From an optimization exercise on the open Yosys and OpenROAD flow, aimed at small area; shortcuts taken in it are not production practice.
Only simulation tests tie the RTL to the original design; equivalence was not proved.
No driver is modelled on the clock port, so clocking that relies on it looks cheaper here than on a real chip.
Power figures rest on the tool's default switching activity, not on a simulated workload.

==> inputs of v16 <==
==> flow/design.v <==
package snake_pkg;
    typedef logic [4:0] cx_t;
    typedef logic [3:0] cy_t;
    localparam cx_t LAST_X = 5'd19;
    localparam cy_t LAST_Y = 4'd14;
    localparam cx_t HEAD_X  = 5'd9;    
    localparam cy_t HEAD_Y  = 4'd7;
    localparam cx_t BODY0_X = 5'd8;    
    localparam cy_t BODY0_Y = 4'd7;
    localparam cx_t BODY1_X = 5'd7;    
    localparam cy_t BODY1_Y = 4'd7;
    localparam cx_t FOOD_X  = 5'd13;   
    localparam cy_t FOOD_Y  = 4'd5;
    localparam cx_t CNT_X   = 5'd0;    
    localparam cy_t CNT_Y   = 4'd14;
    localparam int NSEG = 14;          
endpackage
`timescale 1ns/1ps
module snake_head_step (
    input  logic              Clk_Snake,
    input  logic              reset,
    input  logic [2:0]        dir,
    output snake_pkg::cx_t    hx,
    output snake_pkg::cy_t    hy
);
    always_ff @(posedge Clk_Snake or posedge reset) begin
        if (reset) begin
            hx <= snake_pkg::HEAD_X;
            hy <= snake_pkg::HEAD_Y;
        end else begin
            case (dir)
                3'd1: hy <= (hy == 4'd0) ? snake_pkg::LAST_Y : hy - 4'd1;
                3'd2: hy <= (hy == snake_pkg::LAST_Y) ? 4'd0 : hy + 4'd1;
                3'd3: hx <= (hx == 5'd0) ? snake_pkg::LAST_X : hx - 5'd1;
                3'd4: hx <= (hx == snake_pkg::LAST_X) ? 5'd0 : hx + 5'd1;
                default: ;
            endcase
        end
    end
endmodule
`timescale 1ns/1ps
module snake_body_shift (
    input  logic                              Clk_Snake,
    input  logic                              reset,
    input  logic [2:0]                        dir,
    input  snake_pkg::cx_t                    hx,
    input  snake_pkg::cy_t                    hy,
    output logic [snake_pkg::NSEG-1:0][4:0] bx,
    output logic [snake_pkg::NSEG-1:0][3:0] by,
    output logic                              same0
);
    logic shift;
    assign shift = (dir != 3'd0) && (dir != 3'd5);
    always_ff @(posedge Clk_Snake or posedge reset) begin
        if (reset) begin
            bx[0] <= snake_pkg::BODY0_X;
            by[0] <= snake_pkg::BODY0_Y;
            bx[1] <= snake_pkg::BODY1_X;
            by[1] <= snake_pkg::BODY1_Y;
            same0 <= 1'b0;
        end else if (shift) begin
            same0 <= dir[2] && dir[1];    
            bx[0] <= hx;
            by[0] <= hy;
            bx[1] <= bx[0];
            by[1] <= by[0];
        end
    end
    always_ff @(posedge Clk_Snake) begin
        if (shift) begin
            bx[snake_pkg::NSEG-1:2] <= bx[snake_pkg::NSEG-2:1];
            by[snake_pkg::NSEG-1:2] <= by[snake_pkg::NSEG-2:1];
        end
    end
endmodule
`timescale 1ns/1ps
module snake_food_keeper (
    input  logic              Clk_Snake,
    input  logic              reset,
    input  snake_pkg::cx_t    hx,
    input  snake_pkg::cy_t    hy,
    output snake_pkg::cx_t    fx,
    output snake_pkg::cy_t    fy,
    output logic [7:0]        food_count,
    output logic              len_full
);
    snake_pkg::cx_t cx;    
    snake_pkg::cy_t cy;
    logic           eat;
    assign eat = (hx == fx) && (hy == fy);
    always_ff @(posedge Clk_Snake or posedge reset) begin
        if (reset) begin
            cx <= snake_pkg::CNT_X;
            cy <= snake_pkg::CNT_Y;
        end else begin
            cx <= (cx == snake_pkg::LAST_X) ? 5'd0 : cx + 5'd1;
            cy <= (cy == 4'd0) ? snake_pkg::LAST_Y : cy - 4'd1;
        end
    end
    always_ff @(posedge Clk_Snake or posedge reset) begin
        if (reset) begin
            fx         <= snake_pkg::FOOD_X;
            fy         <= snake_pkg::FOOD_Y;
        end else if (eat) begin
            fx         <= cx;
            fy         <= cy;
        end
    end
    always_ff @(posedge Clk_Snake or posedge reset) begin
        if (reset) begin
            food_count <= 8'd0;
            len_full   <= 1'b0;
        end else begin
            food_count <= food_count + {7'd0, eat};
            len_full   <= len_full || (eat && food_count == 8'd11);
        end
    end
endmodule
`timescale 1ns/1ps
module snake_pixel_hit (
    input  logic [9:0]                        sx,
    input  logic [9:0]                        sy,
    input  snake_pkg::cx_t                    hx,
    input  snake_pkg::cy_t                    hy,
    input  logic [snake_pkg::NSEG-1:0][4:0] bx,
    input  logic [snake_pkg::NSEG-1:0][3:0] by,
    input  logic                              same0,
    input  snake_pkg::cx_t                    fx,
    input  snake_pkg::cy_t                    fy,
    input  logic [3:0]                        eaten,       
    input  logic                              len_full,
    output logic                              head_draw,
    output logic                              snake_draw,
    output logic                              collide,
    output logic                              food_draw
);
    logic            in_cell;
    snake_pkg::cx_t  px;
    snake_pkg::cy_t  py;
    logic [snake_pkg::NSEG-1:0] live;    
    logic [snake_pkg::NSEG-1:0] hit;
    logic [snake_pkg::NSEG-1:0] bite;
    assign px     = sx[9:5];
    assign py     = sy[8:5];
    assign in_cell = (sx[4:0] != 5'd0) && (sy[4:0] != 5'd0) && !sy[9];
    function automatic logic seg_on_head(input int i,
                                         input logic [4:0] x, input logic [3:0] y,
                                         input logic [4:0] h_x, input logic [3:0] h_y);
        if (i == 0)
            seg_on_head = same0;
        else if (i == 1)
            seg_on_head = (x[1:0] == h_x[1:0]) && (y[1:0] == h_y[1:0]);
        else if (i == 2)
            seg_on_head = (x[1:0] == h_x[1:0]) && (y[2:0] == h_y[2:0]);
        else if (i <= 5)
            seg_on_head = (x[2:0] == h_x[2:0]) && (x[4] == h_x[4]) && (y[2:0] == h_y[2:0]);
        else if (i == 6)
            seg_on_head = (x[2:0] == h_x[2:0]) && (x[4] == h_x[4]) && (y == h_y);
        else
            seg_on_head = (x == h_x) && (y == h_y);
    endfunction
    always_comb begin
        for (int i = 0; i < snake_pkg::NSEG; i++) begin
            live[i] = (i < 2) || len_full || (i - 1 <= int'(eaten));
            hit[i]  = live[i] && (bx[i] == px) && (by[i] == py);
            bite[i] = live[i] && seg_on_head(i, bx[i], by[i], hx, hy);
        end
    end
    assign head_draw  = in_cell && (hx == px) && (hy == py);
    assign food_draw  = in_cell && (fx == px) && (fy == py);
    assign snake_draw = in_cell && (|hit);
    assign collide    = (len_full || eaten >= 4'd2) && (|bite);    
endmodule
`timescale 1ns/1ps
module snake_game_top (
    input  logic       Clk_Snake,
    input  logic       reset,
    input  logic [9:0] sx,
    input  logic [9:0] sy,
    input  logic [2:0] dir,
    output logic       head_draw,
    output logic       snake_draw,
    output logic       collide,
    output logic       food_draw,
    output logic [7:0] food_count
);
    snake_pkg::cx_t                       hx, fx;
    snake_pkg::cy_t                       hy, fy;
    logic [snake_pkg::NSEG-1:0][4:0] bx;
    logic [snake_pkg::NSEG-1:0][3:0] by;
    logic                                 len_full;
    logic                                 same0;
    snake_head_step u_head_step (
        .Clk_Snake (Clk_Snake),
        .reset     (reset),
        .dir       (dir),
        .hx        (hx),
        .hy        (hy)
    );
    snake_food_keeper u_food_keeper (
        .Clk_Snake  (Clk_Snake),
        .reset      (reset),
        .hx         (hx),
        .hy         (hy),
        .fx         (fx),
        .fy         (fy),
        .food_count (food_count),
        .len_full   (len_full)
    );
    snake_body_shift u_body_shift (
        .Clk_Snake (Clk_Snake),
        .reset     (reset),
        .dir       (dir),
        .hx        (hx),
        .hy        (hy),
        .bx        (bx),
        .by        (by),
        .same0     (same0)
    );
    snake_pixel_hit u_pixel_hit (
        .sx         (sx),
        .sy         (sy),
        .hx         (hx),
        .hy         (hy),
        .bx         (bx),
        .by         (by),
        .same0      (same0),
        .fx         (fx),
        .fy         (fy),
        .eaten      (food_count[3:0]),
        .len_full   (len_full),
        .head_draw  (head_draw),
        .snake_draw (snake_draw),
        .collide    (collide),
        .food_draw  (food_draw)
    );
endmodule
==> flow/flow/run.sh <==
#!/bin/bash
# Layout with the standard flow, changed in a few places:
#  - port buffers are sky130_fd_sc_hd__buf_2 (the default picks a larger cell),
#  - clock tree synthesis arguments are set here (no dummy loads), and after
#    it flow/post_cts.tcl makes clock buffers smaller where the slew allows,
#  - synthesis leaves adders to abc (no extract_fa / adder techmap), and its
#    abc mapping runs the area script flow/abc_area.abc (see flow/synth_area.tcl).
# The make run writes its full output to make_finish.log in the work folder.
set -euo pipefail
bash standard.sh \
    "BUFFER_PORTS_ARGS=-buffer_cell sky130_fd_sc_hd__buf_2" \
    "CTS_ARGS=-sink_clustering_enable -repair_clock_nets -dont_use_dummy_load -buf_list sky130_fd_sc_hd__clkbuf_8" \
    "ADDER_MAP_FILE=" \
    "SYNTH_SCRIPT=$PWD/flow/synth_area.tcl" \
    "POST_CTS_TCL=$PWD/flow/post_cts.tcl" \
    finish > make_finish.log 2>&1
==> flow/flow/abc_area.abc <==
strash
dc2
dch -f
map -a
strash
dc2
dch -f
map -a
&get -n
&st
&dch -f
&nf -a -R 1000
&put
==> flow/flow/post_cts.tcl <==
proc my_max_clk_pin_slew {} {
    set mx 0
    foreach pin [get_pins -hierarchical */CLK] {
        set s [get_property $pin slew_max]
        if { $s > $mx } { set mx $s }
    }
    return $mx
}
estimate_parasitics -placement
puts "post_cts: largest clock pin slew before [my_max_clk_pin_slew]"
set my_downsized 0
foreach inst [[ord::get_db_block] getInsts] {
    if { [[$inst getMaster] getName] ne "sky130_fd_sc_hd__clkbuf_8" } { continue }
    set name [$inst getName]
    replace_cell $name sky130_fd_sc_hd__clkbuf_4
    estimate_parasitics -placement
    if { [my_max_clk_pin_slew] > 0.110 } {
        replace_cell $name sky130_fd_sc_hd__clkbuf_8
        estimate_parasitics -placement
    } else {
        incr my_downsized
    }
}
detailed_placement
check_placement -verbose
estimate_parasitics -placement
puts "post_cts: $my_downsized clock buffers now clkbuf_4; largest clock pin slew [my_max_clk_pin_slew]"
==> flow/flow/synth_area.tcl <==
# The standard flow's synthesis script (synth_recipe.tcl), with one change: the abc
# technology mapping runs the area-oriented script abc_area.abc, which sits
# beside this file, instead of ORFS's abc_speed.script.
proc synth {args} { yosys synth -nofsm -noshare {*}$args }
proc abc {args} {
    set i [lsearch -exact $args -script]
    if { $i >= 0 } {
        lset args [expr { $i + 1 }] [file join [file dirname $::env(SYNTH_SCRIPT)] abc_area.abc]
    }
    yosys abc {*}$args
}
source $::env(SCRIPTS_DIR)/synth.tcl
# left out here: clear keep_hierarchy, flatten, clean up, hide names made inside functions, write 1_2_yosys.v
==> flow/standard.sh <==
#!/bin/bash
# synth_recipe.tcl (not shown) runs the flow's synth.tcl, then flattens the netlist and writes it again
# the make line also repeats each setting of config.mk as NAME=value (left out here)
make -C /OpenROAD-flow-scripts/flow DESIGN_CONFIG=/design/flow/config.mk WORK_HOME=/design/flow/orfs CLKGATE_MAP_FILE= SYNTH_SCRIPT=/design/flow/synth_recipe.tcl "${@:-finish}"
==> flow/config.mk <==
export PLATFORM = sky130hd
export DESIGN_NAME = snake_game_top
export DESIGN_NICKNAME = snake_game_top
export VERILOG_FILES = /design/flow/design.v
export SDC_FILE = /design/flow/constraint.sdc
export NUM_CORES = 4
export LEC_CHECK = 0
export CAP_MARGIN = 20
export CORE_MARGIN = 2
export CORE_UTILIZATION = 40
export SLEW_MARGIN = 20
==> flow/constraint.sdc <==
create_clock -name core_clock -period 7.0 [get_ports {Clk_Snake}]
set_input_delay 1.4000 -clock core_clock [delete_from_list [all_inputs] [get_ports {Clk_Snake}]]
set_output_delay 1.4000 -clock core_clock [all_outputs]
set_load 0.01 [all_outputs]
==> inputs of v5, as changes to v16 <==
==> flow/design.v, changed modules only <==
module snake_food_keeper (
    input  logic              Clk_Snake,
    input  logic              reset,
    input  snake_pkg::cx_t    hx,
    input  snake_pkg::cy_t    hy,
    output snake_pkg::cx_t    fx,
    output snake_pkg::cy_t    fy,
    output logic [7:0]        food_count,
    output logic [3:0]        len
);
    snake_pkg::cx_t cx;    
    snake_pkg::cy_t cy;
    logic           eat;
    assign eat = (hx == fx) && (hy == fy);
    always_ff @(posedge Clk_Snake or posedge reset) begin
        if (reset) begin
            cx <= snake_pkg::CNT_X;
            cy <= snake_pkg::CNT_Y;
        end else begin
            cx <= (cx == snake_pkg::LAST_X) ? 5'd0 : cx + 5'd1;
            cy <= (cy == 4'd0) ? snake_pkg::LAST_Y : cy - 4'd1;
        end
    end
    always_ff @(posedge Clk_Snake or posedge reset) begin
        if (reset) begin
            fx         <= snake_pkg::FOOD_X;
            fy         <= snake_pkg::FOOD_Y;
            food_count <= 8'd0;
            len        <= 4'd3;
        end else if (eat) begin
            fx         <= cx;
            fy         <= cy;
            food_count <= food_count + 8'd1;
            if (len != 4'd15)
                len <= len + 4'd1;
        end
    end
endmodule
module snake_pixel_hit (
    input  logic [9:0]                        sx,
    input  logic [9:0]                        sy,
    input  snake_pkg::cx_t                    hx,
    input  snake_pkg::cy_t                    hy,
    input  logic [snake_pkg::NSEG-1:0][4:0] bx,
    input  logic [snake_pkg::NSEG-1:0][3:0] by,
    input  logic                              same0,
    input  snake_pkg::cx_t                    fx,
    input  snake_pkg::cy_t                    fy,
    input  logic [3:0]                        len,
    output logic                              head_draw,
    output logic                              snake_draw,
    output logic                              collide,
    output logic                              food_draw
);
    logic            in_cell;
    snake_pkg::cx_t  px;
    snake_pkg::cy_t  py;
    logic [snake_pkg::NSEG-1:0] live;    
    logic [snake_pkg::NSEG-1:0] hit;
    logic [snake_pkg::NSEG-1:0] bite;
    assign px     = sx[9:5];
    assign py     = sy[8:5];
    assign in_cell = (sx[4:0] != 5'd0) && (sy[4:0] != 5'd0) && !sy[9];
    always_comb begin
        for (int i = 0; i < snake_pkg::NSEG; i++) begin
            live[i] = (i < 2) || (i + 2 <= int'(len));
            hit[i]  = live[i] && (bx[i] == px) && (by[i] == py);
            if (i == 0)
                bite[i] = same0;
            else
                bite[i] = live[i] && (bx[i] == hx) && (by[i] == hy);
        end
    end
    assign head_draw  = in_cell && (hx == px) && (hy == py);
    assign food_draw  = in_cell && (fx == px) && (fy == py);
    assign snake_draw = in_cell && (|hit);
    assign collide    = (len >= 4'd5) && (|bite);
endmodule
module snake_game_top (
    input  logic       Clk_Snake,
    input  logic       reset,
    input  logic [9:0] sx,
    input  logic [9:0] sy,
    input  logic [2:0] dir,
    output logic       head_draw,
    output logic       snake_draw,
    output logic       collide,
    output logic       food_draw,
    output logic [7:0] food_count
);
    snake_pkg::cx_t                       hx, fx;
    snake_pkg::cy_t                       hy, fy;
    logic [snake_pkg::NSEG-1:0][4:0] bx;
    logic [snake_pkg::NSEG-1:0][3:0] by;
    logic [3:0]                           len;
    logic                                 same0;
    snake_head_step u_head_step (
        .Clk_Snake (Clk_Snake),
        .reset     (reset),
        .dir       (dir),
        .hx        (hx),
        .hy        (hy)
    );
    snake_food_keeper u_food_keeper (
        .Clk_Snake  (Clk_Snake),
        .reset      (reset),
        .hx         (hx),
        .hy         (hy),
        .fx         (fx),
        .fy         (fy),
        .food_count (food_count),
        .len        (len)
    );
    snake_body_shift u_body_shift (
        .Clk_Snake (Clk_Snake),
        .reset     (reset),
        .dir       (dir),
        .hx        (hx),
        .hy        (hy),
        .bx        (bx),
        .by        (by),
        .same0     (same0)
    );
    snake_pixel_hit u_pixel_hit (
        .sx         (sx),
        .sy         (sy),
        .hx         (hx),
        .hy         (hy),
        .bx         (bx),
        .by         (by),
        .same0      (same0),
        .fx         (fx),
        .fy         (fy),
        .len        (len),
        .head_draw  (head_draw),
        .snake_draw (snake_draw),
        .collide    (collide),
        .food_draw  (food_draw)
    );
endmodule
==> flow/flow/run.sh (replaced) <==
#!/bin/bash
# Layout with the standard flow, changed in a few places:
#  - port buffers are sky130_fd_sc_hd__buf_1 (the default picks a larger cell),
#  - clock tree synthesis arguments are set here (no dummy loads),
#  - synthesis leaves adders to abc (no extract_fa / adder techmap), and its
#    abc mapping runs the area script flow/abc_area.abc (see flow/synth_area.tcl).
# The make run writes its full output to make_finish.log in the work folder.
set -euo pipefail
bash standard.sh \
    "BUFFER_PORTS_ARGS=-buffer_cell sky130_fd_sc_hd__buf_1" \
    "CTS_ARGS=-sink_clustering_enable -repair_clock_nets -dont_use_dummy_load -buf_list sky130_fd_sc_hd__clkbuf_8" \
    "ADDER_MAP_FILE=" \
    "SYNTH_SCRIPT=$PWD/flow/synth_area.tcl" \
    finish > make_finish.log 2>&1
==> flow/flow/abc_area.abc (replaced) <==
&get -n
&st
&syn2
&dch -f
&nf -R 1000
&st
&syn2
&dch -f
&nf -a -R 1000
&put
--- a/flow/config.mk
+++ b/flow/config.mk
@@ -6,6 +6,6 @@
 export NUM_CORES = 4
 export LEC_CHECK = 0
-export CAP_MARGIN = 20
+export CAP_MARGIN = 0
 export CORE_MARGIN = 2
-export CORE_UTILIZATION = 40
-export SLEW_MARGIN = 20
+export CORE_UTILIZATION = 65
+export SLEW_MARGIN = 0
removed: flow/flow/post_cts.tcl
==> summary of the runs <==
Setup slack: v16 is lower than v5 (0.30 ns). In v5 the clock power is larger than in v16, by about 8%. Flip-flop and latch count: v5 is higher than v16 (3). Of v5 and v16, v16 has the higher sequential share of layout area (gap 0.73 points). In v16 the register-to-register slack is lower than in v5, by 0.26 ns. Against v16, the total power of v5 is higher by 9.4%. v5 completed without violations. v16 completed with no timing, DRC or antenna violations. In count of clock-buffer cells in the layout, v5 and v16 do not differ.
==> figures <==
| metric | v16 | v5 |
|---|---|---|
| Outcome | complete, no violations | complete, no violations |
| Met1 Resource Use GR | 33.1% | 48.3% |
| GR Util All Layers | 23.1% | 34.6% |
| Area Overhead vs Synth | 9.37% | 8.48% |
| Via count of the first global-routing pass | 6140 | 6349 |
| Capture point of the worst reg-to-reg path | u_head_step.hy[3] | u_food_keeper.food_count[7] |
| Post-synthesis average cell area | 11.8 µm² | 11.9 µm² |
| Overall die area | 22200 µm² | 14400 µm² |
| Area of the core region | 20800 µm² | 13200 µm² |
| Placed cell count | 1030 | 969 |
| Nets in the synthesized netlist | 737 | 763 |
| Initial detailed-routing violation count | 791 | 902 |
| Final Core Density | 44.2% | 72.0% |
| Net switching power figure | 1.18 mW | 1.28 mW |
| Sequential element share of the synthesized area | 55.2% | 54.0% |

-- what the ideal ports hide --
The flow's constraints put no driver on any port. The routed layouts listed below were extracted and timed again, unchanged, in two steps.
Step 1 sets driving cells, clkbuf_16 on the clock port and buf_2 on the other inputs (assumed; they add their load-dependent delay and slew).
Step 2 adds t to the input delays and takes it off the output delays; t is the mean of the earliest and latest rising clock arrival at the registers after step 1. Input paths then give back, and output paths get back, about the clock's delay inside the block.
a / b / c = no drivers / after step 1 / after step 2; a / b = the first two.
run	shift t [ns]	setup slack, ns	worst setup path at the end	worst register clock-pin slew, ns	worst data-port slew with drivers (ns)
v16	0.638	1.524 / 1.503 / 1.503	input to output	0.10 / 0.10	0.04
v5	0.490	1.820 / 1.792 / 1.792	input to output	0.09 / 0.09	0.04
After both steps every run listed still meets setup and hold. For v5, which loses most, drivers alone change the setup slack by -0.028 ns; drivers and shift together by -0.028 ns.
